This is an optimization exercise on Yosys and OpenROAD, whose aim is small area, a short achievable clock period and few clock cycles, not a production implementation.
The RTL was checked by simulation tests, not by an equivalence proof against the original design.
Power is estimated from default activity; no workload was simulated.

run A:
==> flow/design.v <==
package upscale_pkg;
    typedef logic [12-1:0] pixel_t;
    typedef logic [$clog2(8*8)-1:0] out_addr_t;
    typedef logic [1:0] win_idx_t;
    typedef logic [3:0] write_mode_t;
    typedef enum logic [1:0] {
        IDLE,
        SCAN,
        DRAIN
    } scan_state_t;
endpackage
`timescale 1ns/1ps
module upscale_top (
    input  logic   clk,
    input  logic   rst,
    input  logic   pix_valid,
    input  upscale_pkg::pixel_t pix_data,
    input  logic   start,
    output logic   busy,
    output logic   done,
    input  logic [2:0]  rd_row,
    output logic [8*12-1:0] rd_data
);
    localparam int PW = 12;
    logic [PW-1:0] live [0:15];
    logic [PW-1:0] live_nx [0:15];
    logic [PW-1:0] snap [0:15];
    logic [3:0]    wr_ptr;
    logic          busy_q;
    logic          zero_q;    
    wire acc_pix   = pix_valid & ~busy_q;
    wire acc_start = start & ~busy_q;
    always_ff @(posedge clk) begin
        if (!rst) begin
            wr_ptr <= '0;
            busy_q <= 1'b0;
            zero_q <= 1'b1;
        end else begin
            if (acc_pix) wr_ptr <= wr_ptr + 4'd1;
            busy_q <= acc_start;
            if (acc_start) zero_q <= 1'b0;
        end
    end
    always_comb begin
        for (int k = 0; k < 16; k++) begin
            live_nx[k] = ({PW{acc_pix && wr_ptr == 4'(k)}} & pix_data)
                       | ({PW{!(acc_pix && wr_ptr == 4'(k))}} & live[k]);
        end
    end
    always_ff @(posedge clk) begin
        for (int k = 0; k < 16; k++) begin
            live[k] <= live_nx[k];
            if (acc_start) snap[k] <= live_nx[k];
        end
    end
    assign busy = busy_q;
    assign done = busy_q;
    logic [3:0] st, sb;
    always_comb begin
        st = '0;
        sb = '0;
        case (rd_row)
            3'd0: begin st[0] = 1'b1; sb[0] = 1'b1; end
            3'd1: begin st[0] = 1'b1; sb[1] = 1'b1; end
            3'd2: begin st[1] = 1'b1; sb[0] = 1'b1; end
            3'd3: begin st[1] = 1'b1; sb[2] = 1'b1; end
            3'd4: begin st[2] = 1'b1; sb[1] = 1'b1; end
            3'd5: begin st[2] = 1'b1; sb[3] = 1'b1; end
            3'd6: begin st[3] = 1'b1; sb[2] = 1'b1; end
            default: begin st[3] = 1'b1; sb[3] = 1'b1; end
        endcase
        if (zero_q) begin
            st = '0;
            sb = '0;
        end
    end
    logic [PW-1:0] tp [0:3];
    logic [PW-1:0] bt [0:3];
    logic [PW+1:0] vs [0:3];
    logic [PW+1:0] vc [0:3];
    logic [PW+1:0] v [0:3];
    for (genvar c = 0; c < 4; c++) begin : g_v
        assign tp[c] = ({PW{st[0]}} & snap[c])     | ({PW{st[1]}} & snap[4+c])
                     | ({PW{st[2]}} & snap[8+c])   | ({PW{st[3]}} & snap[12+c]);
        assign bt[c] = ({PW{sb[0]}} & snap[c])     | ({PW{sb[1]}} & snap[4+c])
                     | ({PW{sb[2]}} & snap[8+c])   | ({PW{sb[3]}} & snap[12+c]);
        assign vs[c] = {1'b0, tp[c], 1'b0} ^ {2'b0, tp[c]} ^ {2'b0, bt[c]};
        assign vc[c] = ((({1'b0, tp[c], 1'b0} & {2'b0, tp[c]}) | ({1'b0, tp[c], 1'b0} & {2'b0, bt[c]})
                        | ({2'b0, tp[c]} & {2'b0, bt[c]}))) << 1;
        assign v[c]  = vs[c] + vc[c];
    end
    logic [PW+3:0] hs [1:6];
    logic [PW+3:0] hc [1:6];
    logic [PW+3:0] h [1:6];
    logic [PW+1:0] hl [1:6];
    logic [PW+1:0] hr [1:6];
    assign hl[1] = v[0]; assign hr[1] = v[1];
    assign hl[2] = v[1]; assign hr[2] = v[0];
    assign hl[3] = v[1]; assign hr[3] = v[2];
    assign hl[4] = v[2]; assign hr[4] = v[1];
    assign hl[5] = v[2]; assign hr[5] = v[3];
    assign hl[6] = v[3]; assign hr[6] = v[2];
    for (genvar j = 1; j <= 6; j++) begin : g_h
        assign hs[j] = {1'b0, hl[j], 1'b0} ^ {2'b0, hl[j]} ^ {2'b0, hr[j]};
        assign hc[j] = ((({1'b0, hl[j], 1'b0} & {2'b0, hl[j]}) | ({1'b0, hl[j], 1'b0} & {2'b0, hr[j]})
                        | ({2'b0, hl[j]} & {2'b0, hr[j]}))) << 1;
        assign h[j]  = hs[j] + hc[j];
    end
    assign rd_data[0*PW +: PW] = v[0][PW+1:2];
    assign rd_data[1*PW +: PW] = h[1][PW+3:4];
    assign rd_data[2*PW +: PW] = h[2][PW+3:4];
    assign rd_data[3*PW +: PW] = h[3][PW+3:4];
    assign rd_data[4*PW +: PW] = h[4][PW+3:4];
    assign rd_data[5*PW +: PW] = h[5][PW+3:4];
    assign rd_data[6*PW +: PW] = h[6][PW+3:4];
    assign rd_data[7*PW +: PW] = v[3][PW+1:2];
endmodule
clock: 9.0 ns
lec_check: 0
abc_area: 1
cap_margin: 20
core_margin: 2
core_utilization: 40
slew_margin: 20
standard.sh (not shown) runs the stock make flow with config.mk's settings and CLKGATE_MAP_FILE= SYNTH_SCRIPT=/design/flow/synth_recipe.tcl, a recipe that flattens the netlist after the stock synthesis.
==> flow/flow/run.sh <==
#!/bin/bash
# Layout flow: the standard ORFS flow (standard synthesis unchanged) with two changes:
# - the buffer put on every input and output port is a plain buf_1 rather than the
#   delay-cell buffer that buffer_ports picks by default (timing repair still resizes it);
# - clock tree synthesis uses clkbuf_4 buffers and inserts no dummy loads.
# Runs in the work folder; make's full output goes to flow_make.log there, and ORFS keeps
# each step's own log under orfs/logs/.
set -euo pipefail
bash standard.sh \
  "BUFFER_PORTS_ARGS=-buffer_cell sky130_fd_sc_hd__buf_1" \
  "CTS_ARGS=-sink_clustering_enable -repair_clock_nets -buf_list sky130_fd_sc_hd__clkbuf_4 -dont_use_dummy_load" \
  finish > flow_make.log 2>&1
Testbench counts of run A, summed over its fixed seeds: cycles 6,528.
Input-level comparison between run B and run A:
==> flow/run.sh (new file) <==
#!/bin/bash
# synth_recipe.tcl (not shown) runs the flow's synth.tcl, then flattens the netlist and writes it again
# the make line also repeats each setting of config.mk as NAME=value (left out here)
make -C /OpenROAD-flow-scripts/flow DESIGN_CONFIG=/design/flow/config.mk WORK_HOME=/design/flow/orfs CLKGATE_MAP_FILE= SYNTH_SCRIPT=/design/flow/synth_recipe.tcl finish
-- flow/config.mk --
<<< run A, line 8
export ABC_AREA = 1
>>> run B, line 8
<<< run A, line 11
export CORE_UTILIZATION = 40
>>> run B, line 10
export CORE_UTILIZATION = 65
removed: flow/flow/run.sh
removed: flow/standard.sh
Findings:
- Run A → run B: sequential-to-total area share from yosys stat went up 1.3 points; final cell count went down 626; routed wire length went up 27%.
- For the filler cell count, run B came in 73% lower than run A did.
- Part of the power in the clock network for run B is higher than for run A.
- Run B vs. run A: final cycle utilization of the critical path went up by 7.0 points.
- Looking across run A and run B, the single run that reached the end with no open violations was run A.
Here is what was changed in the inputs of run C compared with run B.
-- flow/config.mk --
<<< run B, line 10
export CORE_UTILIZATION = 65
>>> run C, line 10
export CORE_UTILIZATION = 40
export GPL_TIMING_DRIVEN = 0
### Flow results
- [run C] flow finished | final checks: failed | reasons: setup timing
- Detail-routed net length per standard cell shrinks by more than 10% when moving from run B to run C.
- Worst clock skew in run C is 12 ps above run B.
- Multi-input logic area on run C is up relative to run B.
- Between run B and run C, the flow reports count of instances resized after the clock tree is built increasing by more than 100%.
- Run C reports its most common library cell in the layout ignoring fill and taps as dfxtp_1 while run B reports buf_4.
- Against run B, run C comes in 220 ps lower on clock period minus worst slack.
- The lower critical path depth of run B and run C is in run B.
- Run C against run B: non-clock buffer count now smaller, clock tree cell share of total cell area now larger, total power after layout now smaller.
- The end point of the critical path comes out rd_data[21] in one run and rd_data[23] in the other, namely in run B and run C respectively.

* * *

Starts from the design.v that is shown in full above.
export LEC_CHECK = 0
export ABC_AREA = 1
export CAP_MARGIN = 5
export CORE_MARGIN = 2
export CORE_UTILIZATION = 40
export CTS_BUF_LIST = sky130_fd_sc_hd__clkbuf_4 sky130_fd_sc_hd__clkbuf_8
export SLEW_MARGIN = 5
create_clock -name core_clock -period 9.0 [get_ports {clk}]
run.sh (not shown) runs the stock make flow with config.mk's settings and CLKGATE_MAP_FILE= SYNTH_SCRIPT=/design/flow/synth_recipe.tcl, a recipe that flattens the netlist after the stock synthesis.
Stock flow here: none of the scripts above is used.
The first run finished clean.
Testbench counts at the start, summed over its fixed seeds: cycles 6,528.
Next try:
--- a/flow/config.mk
+++ b/flow/config.mk
@@ -8,6 +8,5 @@
 export ABC_AREA = 1
-export CAP_MARGIN = 5
+export CAP_MARGIN = 20
 export CORE_MARGIN = 2
-export CORE_UTILIZATION = 40
-export CTS_BUF_LIST = sky130_fd_sc_hd__clkbuf_4 sky130_fd_sc_hd__clkbuf_8
-export SLEW_MARGIN = 5
+export CORE_UTILIZATION = 45
+export SLEW_MARGIN = 20
Outcome: The changed run finished clean; power rose by 2.0%; area after synthesis stays the same; synthesized cell count stays the same; routed wire length rose by 0.75%.
Next try:
--- a/flow/config.mk
+++ b/flow/config.mk
@@ -10,3 +10,4 @@
 export CORE_MARGIN = 2
-export CORE_UTILIZATION = 45
+export CORE_UTILIZATION = 40
+export PLACE_DENSITY = 0.75
 export SLEW_MARGIN = 20
Outcome: Cell count went up by 1.3%. Die area went up by 12%. Design area went down by 0.99%. Total power went down by 1.1%. Global-route usage went down by 3.8 points. Area after synthesis is unchanged.

* * *

## build 16
Starts from the design.v that is shown in full above.
Settings: LEC_CHECK=0, ABC_AREA=1, CAP_MARGIN=20, CORE_MARGIN=2, CORE_UTILIZATION=40, SETUP_SLACK_MARGIN=0.4, SLEW_MARGIN=20; clock period 9.0 ns.
standard.sh (not shown) runs the stock make flow with config.mk's settings and CLKGATE_MAP_FILE= SYNTH_SCRIPT=/design/flow/synth_recipe.tcl, a recipe that flattens the netlist after the stock synthesis.
==> flow/flow/run.sh <==
#!/bin/bash
# Layout flow: the standard ORFS flow (standard synthesis unchanged) with two changes:
# - the buffer put on every input and output port is a plain buf_1 rather than the
#   delay-cell buffer that buffer_ports picks by default (timing repair still resizes it);
# - clock tree synthesis uses clkbuf_8 buffers and inserts no dummy loads.
# Runs in the work folder; make's full output goes to flow_make.log there, and ORFS keeps
# each step's own log under orfs/logs/.
set -euo pipefail
bash standard.sh \
  "BUFFER_PORTS_ARGS=-buffer_cell sky130_fd_sc_hd__buf_1" \
  "CTS_ARGS=-sink_clustering_enable -repair_clock_nets -buf_list sky130_fd_sc_hd__clkbuf_8 -dont_use_dummy_load" \
  finish > flow_make.log 2>&1
Testbench counts of build 16, summed over its fixed seeds: cycles 6,528.
Input changes introduced in build 75 (baseline for comparison: build 16):
# build 16
export LEC_CHECK = 0
export ABC_AREA = 1
export CAP_MARGIN = 20
export CORE_MARGIN = 2
export CORE_UTILIZATION = 40
export SETUP_SLACK_MARGIN = 0.4
export SLEW_MARGIN = 20
create_clock -name core_clock -period 9.0 [get_ports {clk}]
# build 75
export LEC_CHECK = 0
export CAP_MARGIN = 20
export CORE_MARGIN = 2
export CORE_UTILIZATION = 65
export GPL_TIMING_DRIVEN = 0
export SETUP_SLACK_MARGIN = 0.15
export SLEW_MARGIN = 20
create_clock -name core_clock -period 9.0 [get_ports {clk}]
==> flow/run.sh (new file) <==
#!/bin/bash
# synth_recipe.tcl (not shown) runs the flow's synth.tcl, then flattens the netlist and writes it again
# the make line also repeats each setting of config.mk as NAME=value (left out here)
make -C /OpenROAD-flow-scripts/flow DESIGN_CONFIG=/design/flow/config.mk WORK_HOME=/design/flow/orfs CLKGATE_MAP_FILE= SYNTH_SCRIPT=/design/flow/synth_recipe.tcl finish
removed: flow/flow/run.sh
removed: flow/standard.sh
--- outcome ---
- Higher setup TNS among build 16 and build 75: build 16
- Looking at final RePlAce weighted congestion, build 75 sits 0.61% below build 16.
- Diff build 16 -> build 75 | total internal power | increase of 1.0 mW
- Net load switching power delta (build 75 − build 16): unfavourable
- When build 75 is measured against build 16, its multi-input gate share of the layout cell area turns out 1.4 points higher.
- Going from build 16 to build 75, net total in the final layout has decreased, clock power grew by 37%.
- Build 75 reports a lower number of filler instances in the final layout than build 16 does.
- The layout from build 75, despite a flow that completed every stage, fails the layout checks, with the failing checks listed as setup timing.
- Worst clock skew on the final layout: build 75 < build 16
- In build 75 relative to build 16, total stage count of the critical path had gone down by more than 10%.
diff inputs: build 75 => build 38
# build 75
export LEC_CHECK = 0
export CAP_MARGIN = 20
export CORE_MARGIN = 2
export CORE_UTILIZATION = 65
export GPL_TIMING_DRIVEN = 0
export SETUP_SLACK_MARGIN = 0.15
export SLEW_MARGIN = 20
create_clock -name core_clock -period 9.0 [get_ports {clk}]
# build 38
export LEC_CHECK = 0
export ABC_AREA = 1
export CAP_MARGIN = 20
export CORE_MARGIN = 2
export CORE_UTILIZATION = 40
export GPL_ROUTABILITY_DRIVEN = 0
export SLEW_MARGIN = 20
create_clock -name core_clock -period 9.0 [get_ports {clk}]
==> flow/flow/run.sh (new file) <==
#!/bin/bash
# Layout flow: the standard ORFS flow (standard synthesis unchanged) with two changes:
# - the buffer put on every input and output port is a plain buf_1 rather than the
#   delay-cell buffer that buffer_ports picks by default (timing repair still resizes it);
# - clock tree synthesis uses clkbuf_8 buffers and inserts no dummy loads.
# Runs in the work folder; make's full output goes to flow_make.log there, and ORFS keeps
# each step's own log under orfs/logs/.
set -euo pipefail
bash standard.sh \
  "BUFFER_PORTS_ARGS=-buffer_cell sky130_fd_sc_hd__buf_1" \
  "CTS_ARGS=-sink_clustering_enable -repair_clock_nets -buf_list sky130_fd_sc_hd__clkbuf_8 -dont_use_dummy_load" \
  finish > flow_make.log 2>&1
==> flow/standard.sh (new file) <==
#!/bin/bash
# synth_recipe.tcl (not shown) runs the flow's synth.tcl, then flattens the netlist and writes it again
# the make line also repeats each setting of config.mk as NAME=value (left out here)
make -C /OpenROAD-flow-scripts/flow DESIGN_CONFIG=/design/flow/config.mk WORK_HOME=/design/flow/orfs CLKGATE_MAP_FILE= SYNTH_SCRIPT=/design/flow/synth_recipe.tcl "${@:-finish}"
removed: flow/run.sh
[summary]
Build 38 was carried through to the last stage, and its layout satisfied the timing, DRC and antenna checks. According to the power report, total power for build 38 is lower than for build 75. Taking build 75 as the reference, in build 38 combined area of all synthesized cells picked up an extra about 3.2%, clock period minus final worst setup slack went down by 0.41 ns, synthesized cell count grew by 693. Run comparison: build 75 most frequent standard cell in the layout excluding fill and tap cells sky130_fd_sc_hd__dfxtp_1; build 38 most frequent standard cell in the layout excluding fill and tap cells sky130_fd_sc_hd__nand2_1.
Edits applied to the flow inputs when going from build 38 to build 59:
# build 38
export LEC_CHECK = 0
export ABC_AREA = 1
export CAP_MARGIN = 20
export CORE_MARGIN = 2
export CORE_UTILIZATION = 40
export GPL_ROUTABILITY_DRIVEN = 0
export SLEW_MARGIN = 20
create_clock -name core_clock -period 9.0 [get_ports {clk}]
# build 59
export LEC_CHECK = 0
export CAP_MARGIN = 20
export CORE_MARGIN = 2
export CORE_UTILIZATION = 40
export GPL_TIMING_DRIVEN = 0
export SETUP_SLACK_MARGIN = 0.2
export SLEW_MARGIN = 20
create_clock -name core_clock -period 9.0 [get_ports {clk}]
==> flow/run.sh (new file) <==
#!/bin/bash
# synth_recipe.tcl (not shown) runs the flow's synth.tcl, then flattens the netlist and writes it again
# the make line also repeats each setting of config.mk as NAME=value (left out here)
make -C /OpenROAD-flow-scripts/flow DESIGN_CONFIG=/design/flow/config.mk WORK_HOME=/design/flow/orfs CLKGATE_MAP_FILE= SYNTH_SCRIPT=/design/flow/synth_recipe.tcl finish
removed: flow/flow/run.sh
removed: flow/standard.sh
==> notes.md <==
Build 59 had finished all stages when the layout checks came back failing, citing setup timing.
Sequential power: build 59 vs build 38, no meaningful difference
Relative to build 38, data arrival time of the critical path has gone up in build 59.
Via count went down by more than 10% going from build 38 to build 59.
Measured against each other, build 38 and build 59 differ in mux contribution to synthesized area, the higher figure coming from build 59.
The register-to-register setup slack of build 59 falls short of that of build 38 by 0.54 ns.
#### Input delta (build 76 over build 59)
# build 59
export LEC_CHECK = 0
export CAP_MARGIN = 20
export CORE_MARGIN = 2
export CORE_UTILIZATION = 40
export GPL_TIMING_DRIVEN = 0
export SETUP_SLACK_MARGIN = 0.2
export SLEW_MARGIN = 20
create_clock -name core_clock -period 9.0 [get_ports {clk}]
# build 76
export LEC_CHECK = 0
export ABC_AREA = 1
export CAP_MARGIN = 20
export CORE_MARGIN = 2
export CORE_UTILIZATION = 50
export SLEW_MARGIN = 20
create_clock -name core_clock -period 9.0 [get_ports {clk}]
==> flow/flow/run.sh (new file) <==
#!/bin/bash
# Layout flow: the standard ORFS flow (standard synthesis unchanged) with two changes:
# - the buffer put on every input and output port is a plain buf_1 rather than the
#   delay-cell buffer that buffer_ports picks by default (timing repair still resizes it);
# - clock tree synthesis uses clkbuf_8 buffers and inserts no dummy loads.
# Runs in the work folder; make's full output goes to flow_make.log there, and ORFS keeps
# each step's own log under orfs/logs/.
set -euo pipefail
bash standard.sh \
  "BUFFER_PORTS_ARGS=-buffer_cell sky130_fd_sc_hd__buf_1" \
  "CTS_ARGS=-sink_clustering_enable -repair_clock_nets -buf_list sky130_fd_sc_hd__clkbuf_8 -dont_use_dummy_load" \
  finish > flow_make.log 2>&1
==> flow/standard.sh (new file) <==
#!/bin/bash
# synth_recipe.tcl (not shown) runs the flow's synth.tcl, then flattens the netlist and writes it again
# the make line also repeats each setting of config.mk as NAME=value (left out here)
make -C /OpenROAD-flow-scripts/flow DESIGN_CONFIG=/design/flow/config.mk WORK_HOME=/design/flow/orfs CLKGATE_MAP_FILE= SYNTH_SCRIPT=/design/flow/synth_recipe.tcl "${@:-finish}"
removed: flow/run.sh
Notes after the runs:
In the metrics for build 59 and build 76, the one carrying the higher sequential share of layout area is build 76. Number of buffers outside the clock class in the layout: build 76 lower than build 59. Delta (build 76 minus build 59): die area has decreased; part of the total power dissipated in combinational logic moved down; pin count of the biggest net entering global routing +165; number of iterations in the first detailed-routing pass fell by 4. Per the comparison of build 76 with build 59, filler-free cell count of the finished design grew by 378; setup slack of the critical path after layout grew by 0.47 ns; fmax grew by 5.4%. Per the final summary, build 76 finished and its layout is clean on timing, DRC and antenna. Total setup violations reported at the end of the flow: build 59 and build 76 compared, higher one is build 59.
#### Input delta (build 94 over build 76)
# build 76
export LEC_CHECK = 0
export ABC_AREA = 1
export CAP_MARGIN = 20
export CORE_MARGIN = 2
export CORE_UTILIZATION = 50
export SLEW_MARGIN = 20
create_clock -name core_clock -period 9.0 [get_ports {clk}]
# build 94
export LEC_CHECK = 0
export CAP_MARGIN = 20
export CORE_MARGIN = 2
export CORE_UTILIZATION = 50
export SLEW_MARGIN = 20
create_clock -name core_clock -period 9.0 [get_ports {clk}]
==> flow/run.sh (new file) <==
#!/bin/bash
# synth_recipe.tcl (not shown) runs the flow's synth.tcl, then flattens the netlist and writes it again
# the make line also repeats each setting of config.mk as NAME=value (left out here)
make -C /OpenROAD-flow-scripts/flow DESIGN_CONFIG=/design/flow/config.mk WORK_HOME=/design/flow/orfs CLKGATE_MAP_FILE= SYNTH_SCRIPT=/design/flow/synth_recipe.tcl finish
removed: flow/flow/run.sh
removed: flow/standard.sh
## What came out
- Across both runs, cell count was lower for build 94 than for build 76.
- Mean number of vias per cell: lower on build 76
- Build 94 has fraction of power consumed by the clock network above what build 76 had.
- Build 94 vs. build 76: power drawn by the combinational cells rose by 39%; final area rose by 4600 um2; fmax fell by 2.5 MHz; count of clock-buffer cells in the layout fell by about 1.9%.
- Between build 76 and build 94, global-route usage is lower for build 76, build 94 comes in above that.
- Comparing build 76 and build 94, cell area after synthesis is lower on build 94.
- Build 94: net switching share of the total power lower than build 76

afterwards: timing with drivers on the ports:
No port has a modelled driver above. Below, the same layouts with a new extraction and two added sets of constraints. Step 1 assumes that a clkbuf_16 drives the clock port and a buf_2 every other input. Step 2, shift: input delay + t, output delay - t, t = (earliest + latest rising clock arrival at the registers) / 2. This alone moves slack from input paths to output paths. a / b / c = no drivers / after step 1 / after step 2; a / b = the first two.
run	shift t [ns]	setup slack, ns	hold WS [ns]	worst slew at a driven data input, ns	pins driven straight from the clock port
run A	0.772	0.398 / 0.370 / 0.370	0.462 / 0.462 / 0.462	0.04	1
run B	0.581	-0.233 / -0.288 / -0.288	0.477 / 0.477 / 0.477	0.07	1
run C	0.579	-0.014 / -0.060 / -0.060	0.472 / 0.472 / 0.472	0.09	1
the first run of note 2	0.638	0.226 / 0.202 / 0.202	0.469 / 0.469 / 0.469	0.05	1
the second run of note 2	0.561	0.090 / 0.074 / 0.074	0.467 / 0.467 / 0.467	0.03	1
the third run of note 2	0.579	0.402 / 0.381 / 0.381	0.468 / 0.468 / 0.468	0.04	1
build 16	0.609	0.602 / 0.574 / 0.574	0.468 / 0.468 / 0.468	0.04	1
build 75	0.579	-0.127 / -0.184 / -0.184	0.472 / 0.472 / 0.472	0.07	1
build 38	0.633	0.282 / 0.264 / 0.264	0.468 / 0.468 / 0.468	0.04	1
build 59	0.593	-0.168 / -0.214 / -0.214	0.470 / 0.470 / 0.470	0.08	1
build 76	0.622	0.306 / 0.286 / 0.286	0.464 / 0.464 / 0.464	0.05	1
build 94	0.585	0.109 / 0.067 / 0.067	0.470 / 0.470 / 0.470	0.06	1
For build 75, which loses most, drivers alone change the setup slack by -0.057 ns; drivers and shift together by -0.057 ns.
